Source: an optimization exercise on an open RTL-to-GDS flow (aim: small area, a short achievable clock period and few clock cycles per item). Production flows keep margins and buffers that such runs may drop.
In this exercise RTL edits were held to simulation tests only and were not proved equivalent to the original.

<file path="design/flow/run.sh">
#!/bin/bash
# synth_recipe.tcl (not shown) runs the flow's synth.tcl, then flattens the netlist and writes it again
# the make line also repeats each setting of config.mk as NAME=value (left out here)
make -C /OpenROAD-flow-scripts/flow DESIGN_CONFIG=/design/flow/config.mk WORK_HOME=/design/flow/orfs CLKGATE_MAP_FILE= SYNTH_SCRIPT=/design/flow/synth_recipe.tcl finish
</file>
<file path="design/flow/config.mk">
export PLATFORM = sky130hd
export DESIGN_NAME = stack_unit
export DESIGN_NICKNAME = stack_unit
export VERILOG_FILES = /design/flow/design.v
export SDC_FILE = /design/flow/constraint.sdc
export NUM_CORES = 4
export LEC_CHECK = 0
export CAP_MARGIN = 20
export CORE_MARGIN = 2
export CORE_UTILIZATION = 35
export SETUP_SLACK_MARGIN = 0.3
export SLEW_MARGIN = 20
</file>
<file path="design/flow/constraint.sdc">
create_clock -name core_clock -period 10.0 [get_ports {clk}]
set_input_delay 2.0000 -clock core_clock [delete_from_list [all_inputs] [get_ports {clk}]]
set_output_delay 2.0000 -clock core_clock [all_outputs]
set_load 0.01 [all_outputs]
</file>
<file path="design/flow/design.v">
module stack_unit #(
  parameter int WIDTH = 16,
  parameter int DEPTH = 256
) (
  input  logic             clk,
  input  logic             reset,
  input  logic             op_valid,
  output logic             op_ready,
  input  logic [3:0]       op_code,
  input  logic [WIDTH-1:0] op_imm,
  input  logic             err_clr,
  output logic [WIDTH-1:0] tos,
  output logic [WIDTH-1:0] nos,
  output logic [$clog2(DEPTH):0] sp,
  output logic             torf,
  output logic             err
);
  localparam int SPW   = $clog2(DEPTH);       
  localparam int CACHE = 16;
  localparam int CW    = $clog2(CACHE);       
  localparam int RW    = DEPTH - CACHE;       
  logic [SPW:0]     sp_q, sp_d;
  logic [SPW:0]     lo_q, lo_d;
  logic [CW:0]      cnt_q, cnt_d;
  logic             sget_q, sget_d;
  logic [SPW-1:0]   gaddr_q, gaddr_d;
  logic             torf_q, torf_d;
  logic             err_q, err_d;
  logic             pv_q, pv_d;
  logic [SPW-1:0]   pa_q, pa_d;
  logic [WIDTH-1:0] pd_q, pd_d;
  logic [WIDTH-1:0] slot_q [CACHE];
  logic [WIDTH-1:0] ram_q  [RW];
  logic             ready, acc;
  logic [SPW:0]     k;
  logic             sp_empty, sp_lt2, sp_full, cfull;
  logic [CW-1:0]    s_lo, tpos, npos, apos, rpos;
  logic [WIDTH-1:0] T, N, A, E, W, alu, rdata;
  logic [SPW-1:0]   raddr;
  logic [SPW:0]     sp_m1k;
  assign ready    = !sget_q && ((cnt_q >= (CW+1)'(2)) || (lo_q == '0));
  assign acc      = op_valid && ready;
  assign k        = op_imm[SPW:0];
  assign sp_empty = (sp_q == '0);
  assign sp_lt2   = (sp_q < (SPW+1)'(2));
  assign sp_full  = sp_q[SPW];
  assign cfull    = cnt_q[CW];
  assign s_lo  = sp_q[CW-1:0];
  assign tpos  = s_lo - CW'(1);
  assign npos  = s_lo - CW'(2);
  assign apos  = s_lo - CW'(1) - k[CW-1:0];
  assign rpos  = lo_q[CW-1:0] - CW'(1);
  assign T = slot_q[tpos];
  assign N = slot_q[npos];
  assign A = slot_q[apos];
  assign E = slot_q[s_lo];
  assign sp_m1k = sp_q - (SPW+1)'(1) - k;
  assign raddr = sget_q ? gaddr_q : (lo_q[SPW-1:0] - SPW'(1));
  assign rdata = (pv_q && (pa_q == raddr)) ? pd_q : ram_q[raddr];
  always_comb begin
    case (op_code)
      4'h6:    alu = N + T;
      4'h7:    alu = N - T;
      4'h8:    alu = N & T;
      4'h9:    alu = N | T;
      4'hA:    alu = N ^ T;
      default: alu = {{(WIDTH-1){1'b0}}, (N < T)};
    endcase
  end
  logic is_push, is_pop, is_dup, is_get, is_put, is_alu, is_test, is_clr, is_ill;
  assign is_push = (op_code == 4'h1);
  assign is_pop  = (op_code == 4'h2);
  assign is_dup  = (op_code == 4'h3);
  assign is_get  = (op_code == 4'h4);
  assign is_put  = (op_code == 4'h5);
  assign is_alu  = (op_code >= 4'h6) && (op_code <= 4'hB);
  assign is_test = (op_code == 4'hC);
  assign is_clr  = (op_code == 4'hD);
  assign is_ill  = (op_code >= 4'hE);
  logic k_lt_sp, k_gt_sp, k_lt_cnt, k_gt_cnt;
  assign k_lt_sp  = (k < sp_q);
  assign k_gt_sp  = (k > sp_q);
  assign k_lt_cnt = (k < (SPW+1)'(cnt_q));
  assign k_gt_cnt = (k > (SPW+1)'(cnt_q));
  logic pushw, aluw, putw, putslow, getslow, pop1, popk, zero, fault, evict, r;
  always_comb begin
    pushw   = sget_q;
    aluw    = 1'b0;
    putw    = 1'b0;
    putslow = 1'b0;
    getslow = 1'b0;
    pop1    = 1'b0;
    popk    = 1'b0;
    zero    = 1'b0;
    fault   = 1'b0;
    if (acc) begin
      if (is_push) begin
        if (sp_full) fault = 1'b1; else pushw = 1'b1;
      end
      if (is_pop) begin
        if (k_gt_sp) begin fault = 1'b1; zero = 1'b1; end else popk = 1'b1;
      end
      if (is_dup) begin
        if (sp_full || sp_empty) fault = 1'b1; else pushw = 1'b1;
      end
      if (is_get) begin
        if (sp_full || !k_lt_sp) fault = 1'b1;
        else if (k_lt_cnt) pushw = 1'b1;
        else getslow = 1'b1;
      end
      if (is_put) begin
        if (!k_lt_sp) fault = 1'b1;
        else if (k_lt_cnt) putw = 1'b1;
        else putslow = 1'b1;
      end
      if (is_alu) begin
        if (sp_lt2) fault = 1'b1; else begin aluw = 1'b1; pop1 = 1'b1; end
      end
      if (is_test) begin
        if (sp_empty) fault = 1'b1; else pop1 = 1'b1;
      end
      if (is_clr) zero = 1'b1;
      if (is_ill) fault = 1'b1;
    end
  end
  assign evict = pushw && cfull;
  assign r = !sget_q && !cfull && (lo_q != '0) &&
             !(acc && (((is_push || is_dup || is_get) && (cnt_q == (CW+1)'(CACHE-1))) || is_put));
  always_comb begin
    if (sget_q)      W = rdata;
    else if (is_put) W = T;
    else if (is_alu) W = alu;
    else if (is_dup) W = T;
    else if (is_get) W = A;
    else             W = op_imm;
  end
  always_comb begin
    sp_d    = sp_q;
    lo_d    = lo_q;
    cnt_d   = cnt_q;
    if (zero) begin
      sp_d  = '0;
      lo_d  = '0;
      cnt_d = '0;
    end else if (pushw) begin
      sp_d = sp_q + (SPW+1)'(1);
      if (evict) begin
        lo_d = lo_q + (SPW+1)'(1);
      end else begin
        lo_d  = lo_q - (SPW+1)'(r);
        cnt_d = cnt_q + (CW+1)'(1) + (CW+1)'(r);
      end
    end else if (pop1) begin
      sp_d  = sp_q - (SPW+1)'(1);
      lo_d  = lo_q - (SPW+1)'(r);
      cnt_d = cnt_q - (CW+1)'(1) + (CW+1)'(r);
    end else if (popk) begin
      sp_d = sp_q - k;
      if (k_gt_cnt) begin
        lo_d  = sp_q - k;
        cnt_d = '0;
      end else begin
        lo_d  = lo_q - (SPW+1)'(r);
        cnt_d = cnt_q - (CW+1)'(k) + (CW+1)'(r);
      end
    end else begin
      lo_d  = lo_q - (SPW+1)'(r);
      cnt_d = cnt_q + (CW+1)'(r);
    end
  end
  always_comb begin
    torf_d  = torf_q;
    if (acc && is_test && !sp_empty) torf_d = (T != '0);
    err_d = err_q;
    if (err_clr) err_d = 1'b0;
    if (fault)   err_d = 1'b1;
    sget_d  = getslow;
    gaddr_d = sp_m1k[SPW-1:0];
    pv_d    = evict || putslow;
    pa_d    = evict ? lo_q[SPW-1:0] : sp_m1k[SPW-1:0];
    pd_d    = evict ? E : T;
  end
  always_ff @(posedge clk or negedge reset) begin
    if (!reset) begin
      sp_q   <= '0;
      lo_q   <= '0;
      cnt_q  <= '0;
      sget_q <= 1'b0;
      torf_q <= 1'b0;
      err_q  <= 1'b0;
      pv_q   <= 1'b0;
    end else begin
      sp_q   <= sp_d;
      lo_q   <= lo_d;
      cnt_q  <= cnt_d;
      sget_q <= sget_d;
      torf_q <= torf_d;
      err_q  <= err_d;
      pv_q   <= pv_d;
    end
  end
  always_ff @(posedge clk) begin
    gaddr_q <= gaddr_d;
    pa_q    <= pa_d;
    pd_q    <= pd_d;
  end
  for (genvar j = 0; j < CACHE; j++) begin : g_slot
    logic wsel, rsel;
    assign wsel = (pushw && (s_lo == CW'(j))) ||
                  (aluw  && (npos == CW'(j))) ||
                  (putw  && (apos == CW'(j)));
    assign rsel = r && (rpos == CW'(j));
    always_ff @(posedge clk) begin
      if (wsel)      slot_q[j] <= W;
      else if (rsel) slot_q[j] <= rdata;
    end
  end
  always_ff @(posedge clk) begin
    if (pv_q) ram_q[pa_q] <= pd_q;
  end
  assign op_ready = ready;
  assign tos      = sp_empty ? '0 : T;
  assign nos      = sp_lt2   ? '0 : N;
  assign sp       = sp_q;
  assign torf     = torf_q;
  assign err      = err_q;
endmodule
</file>
==> results by group <==
Worst setup path
  – Worst R2R End: slot_q[1][15]
  – WP data arrival: 5.95 ns
  – Flop-to-flop setup slack: 2.32 ns
  – CP Cell Sequence: buf_4 -> inv_1 -> ha_1 -> buf_4 -> nor4b_1 -> a22o_1 -> buf_4 -> buf_4 -> nand2_1 -> nand3_1 -> or3_1 -> inv_1 -> nor2_1 -> clkdlybuf4s50_1
  – Largest stage delay on the critical path: 0.88 ns
  – Startpoint type of the worst setup path: flop
  – Worst Reg-to-Reg Cells: 20
  – CP max stage cell: ha_1
  – Worst path most repeated cell: buf_4
  – Worst Path Required: 8.00 ns
  – RR Startpoint: sp_q[2]
  – WS Path Type: flop to output port
  – CP max FO: 23
  – Endpoint class of the critical path: output port

Place
  – Gpl congestion: 0.990
  – IO buf count: 67
  – DPL Wire Length: 417 mm

Synthesis
  – Seq/Total Area, Yosys: 67.9%
  – Syn Nets: 12205
  – Post-synth cell types: 132
  – Synth Flop Type: edfxtp_1
  – Yosys Warn Count: 2
  – Syn Inst Count: 12077
  – Synthesized flop and latch total: 4155
  – XOR/XNOR share of the synthesized area: 0.287%
  – Largest area contributor in the netlist: edfxtp_1
  – Synth async-reset ratio: 0.650%
  – Syn Area/Cell: 15.2 um2
  – Largest family of logic cells by synthesized area: compound AO/OA/AOI/OAI gates
  – Post-synthesis mux area share: 10.1%
  – Post-Synth Adder-Cell Area: 0.742%
  – Yosys top cell area share: 67.2%
  – Syn Std Cell Area: 0.183 mm2
  – Simple-gate share of the synthesized area: 6.16%
  – Compound-Gate Fraction of Synth Area: 11.7%
  – Number of synthesized flops with an enable pin: 4096
  – Synth area leaders: edfxtp_1 (67%), mux4_2 (7.3%), nand2_1 (2.3%)

STA
  – Final Slew Violations: 0
  – Setup Viol. Count Final: 0
  – Slew @ Worst Pin: 1.23 ns
  – Final Hold Vio Count: 0
  – RSZ-0062 raised after global routing: no
  – Max Clk Rate: 126 MHz
  – Period minus WS final: 7.95 ns
  – Period utilization: 79.5%
  – Setup TNS: 0 ns
  – Slew headroom: 17.4%
  – Worst Clk Skew: 0.139 ns

CTS
  – Clk pin slew, worst setup/hold paths: 0.06 ns
  – Clk sinks: 4155
  – H-tree depth: 5
  – TritonCTS clock tree: done
  – Clk latency of the worst-skew pair: 1.07 ns
  – Post-cts resize count: 0
  – Longest Clk Path Bufs: 4
  – Num CTS Buffers: 416
  – CTS Hold Bufs: 0
  – Setup Fix Bufs, Post-CTS: 0
  – CTS Root Cell: clkbuf_16

Route
  – Initial DRC Count: 20350
  – Total Wirelength: 675 mm
  – Initial DRT Pass Iterations: 11
  – Per-cell routed wire length: 34.5 um
  – DR DRC count: 0
  – Antenna Nets Post-Route: 0
  – Vias per cell: 6.24
  – Via count: 122009

Run status
  – Outcome: timing/DRC/antenna clean

Floorplan
  – Core Box Area: 0.521 mm2
  – Die Ht: 727 um
  – Initial core utilization: 35.2%
  – I/O pin count: 68
  – Cell row count: 265
  – DIE WIDTH: 727 um
  – Die area: 0.529 mm2

Finish
  – Share of cells above drive strength 1: 18.5%
  – Final core utilization: 39.7%
  – Fill count: 47258
  – Fin nets: 12349
  – Area grow syn2layout: 13.1%

Global routing
  – GRT overflow: 0
  – Antenna violations before repair: 43
  – Vias in the first global route: 114509
  – Pin count of the biggest net entering global routing: 189
  – Overall routing resource usage: 24.5%
  – First-pass GRT wire length: 928 mm

Hold path
  – HP Start: err_q
  – Hold Crit Depth: 2
  – WHS Endpoint: err_q
  – Worst hold path class: flop to flop

Run
  – Max_cap viols: 0
[logic make-up after synthesis]
group,count (synthesis)
multiplexers,1076
AO/OA/AOI/OAI,3056
buffers and inverters,1106
XOR/XNOR,55
flip-flops,4155
AND/OR/NAND/NOR,2523
adder cells (fa/ha/maj),106
[cell type report]
cell class	count	area, um2	share of cell area, %
clock buffers	495	10800	5.22
multi-input cells	6816	54000	26.1
inverters	117	464	0.224
clock inverters	274	2590	1.25
well taps	6942	8690	4.20
repair buffers	715	6000	2.90
flip-flops and latches	4155	124000	60.1
diodes	26	65.1	0.0314
[cell usage in the layout (no fill, tap or decap), types with 67 or more instances in the layout]
cell	netlist	final
nor2_2	1	83
mux4_2	595	595
a31oi_1	179	178
clkbuf_16	0	421
mux2_2	142	142
and3_1	76	71
nor3_1	93	84
a22oi_1	235	233
o21ai_0	485	466
mux2i_1	320	320
nand3_1	348	339
nor2_1	559	445
a211o_1	90	90
o2bb2ai_1	91	90
edfxtp_1	4096	4096
clkinv_2	0	92
a21oi_1	597	596
clkdlybuf4s50_1	0	67
ha_1	99	93
nand4_1	121	121
o22ai_1	115	111
buf_4	137	608
a221oi_1	156	155
inv_1	110	107
nand2_1	1104	1096
a211oi_1	353	350
clkinv_1	3	100
clkbuf_1	353	74
[Yosys cell counts, types with 26 or more instances]
master and instances:
ha_1 99, nor2b_1 26, buf_1 82, o211ai_1 66, a32oi_1 54, nand3_1 348, a211o_1 90, a21oi_1 597
and3_1 76, nand4_1 121, dfrtp_1 27, o2bb2ai_1 91, a211oi_1 353, a31o_2 31, a2111oi_0 59, o221ai_1 63
or3_1 44, xnor2_1 36, buf_4 137, buf_2 319, a31oi_1 179, mux4_2 595, inv_1 110, mux2i_1 320
mux2_2 142, o2111ai_1 31, o31ai_1 29, dfxtp_1 32, edfxtp_1 4096, o21ai_0 485, clkbuf_1 353, a22o_1 42
a222oi_1 65, a221oi_1 156, a22oi_1 235, o22ai_1 115, nor3_1 93, nand2_1 1104, buf_6 86, nor2_1 559
a21o_1 36
[metrics by stage]
step           area (um2)  hold WS (ns)  cells  worst slack (ns)
6_report           207000         0.541  19540              2.05
3_5_place_dp       193000         0.536  18743              2.30
4_1_cts            207000         0.545  19512              2.12
2_1_floorplan      183000         0.522  12077              3.99
5_1_grt            207000         0.571  19521              1.95
3_3_place_gp       193000         0.523  18739              2.29
[per-layer routing]
metal / global-route usage (%) / share of wire (%) / up-vias
li1: - / - / 49096
met2: 36.5 / 44 / 8451
met5: 0 / 0.020 / -
met3: 6.50 / 12 / 1643
met1: 33.3 / 39 / 62797
met4: 12.1 / 5.7 / 22
[registers in the layout (all words and copies together), names as in the netlist]
register	flops
cnt_q	5
err_q	1
gaddr_q	8
lo_q	9
pa_q	8
pd_q	16
pv_q	1
ram_q	3840
sget_q	1
slot_q	256
sp_q	9
torf_q	1
[critical path: cells and delay by family, from the launching register on]
| family | cells | cell delay [ns] |
|---|---|---|
| adder cells (fa/ha/maj) | 1 | 0.88 |
| buffers and inverters | 7 | 2.30 |
| AND/OR/NAND/NOR | 5 | 0.96 |
| AO/OA/AOI/OAI | 1 | 0.49 |
| flip-flops | 1 | 0.33 |
[how the worst max path moves through the flow]
stage,start,endpoint,slack [ns],depth (start not counted)
finish,sp_q[2],nos[10],2.05,14
global route,sp_q[2],tos[3],1.95,15
CTS,sp_q[2],nos[10],2.12,14
detailed placement,op_imm[0],slot_q[13][12],2.30,16
global placement,op_imm[0],slot_q[15][12],2.29,16
floorplan,sp_q[2],slot_q[2][8],3.99,25
Testbench counts, summed over its fixed seeds: cycles 24,030, ops 24,000.

==> what the ideal ports hide <==
No port has a modelled driver above. Below, the same layout with a new extraction and two added sets of constraints.
Step 1: set_driving_cell puts a clkbuf_16 on clk and a buf_2 on each other input, an assumption about the parent block.
Step 2 times the ports against the registers' clock, not the clock port: input delays grow and output delays shrink by t, the midpoint of the rising clock arrivals with the driver on.
Three values: ideal ports, drivers, drivers and shift; two values: the first two.
shift t [ns]: 1.137
slack for setup (ns): 2.046 / 1.913 / 2.076
worst setup path after step 2: input to register
worst data-port slew with drivers (ns): 0.09
After both steps setup and hold are still met in this run. For this run, drivers alone change the setup slack by -0.133 ns; drivers and shift together by +0.030 ns.
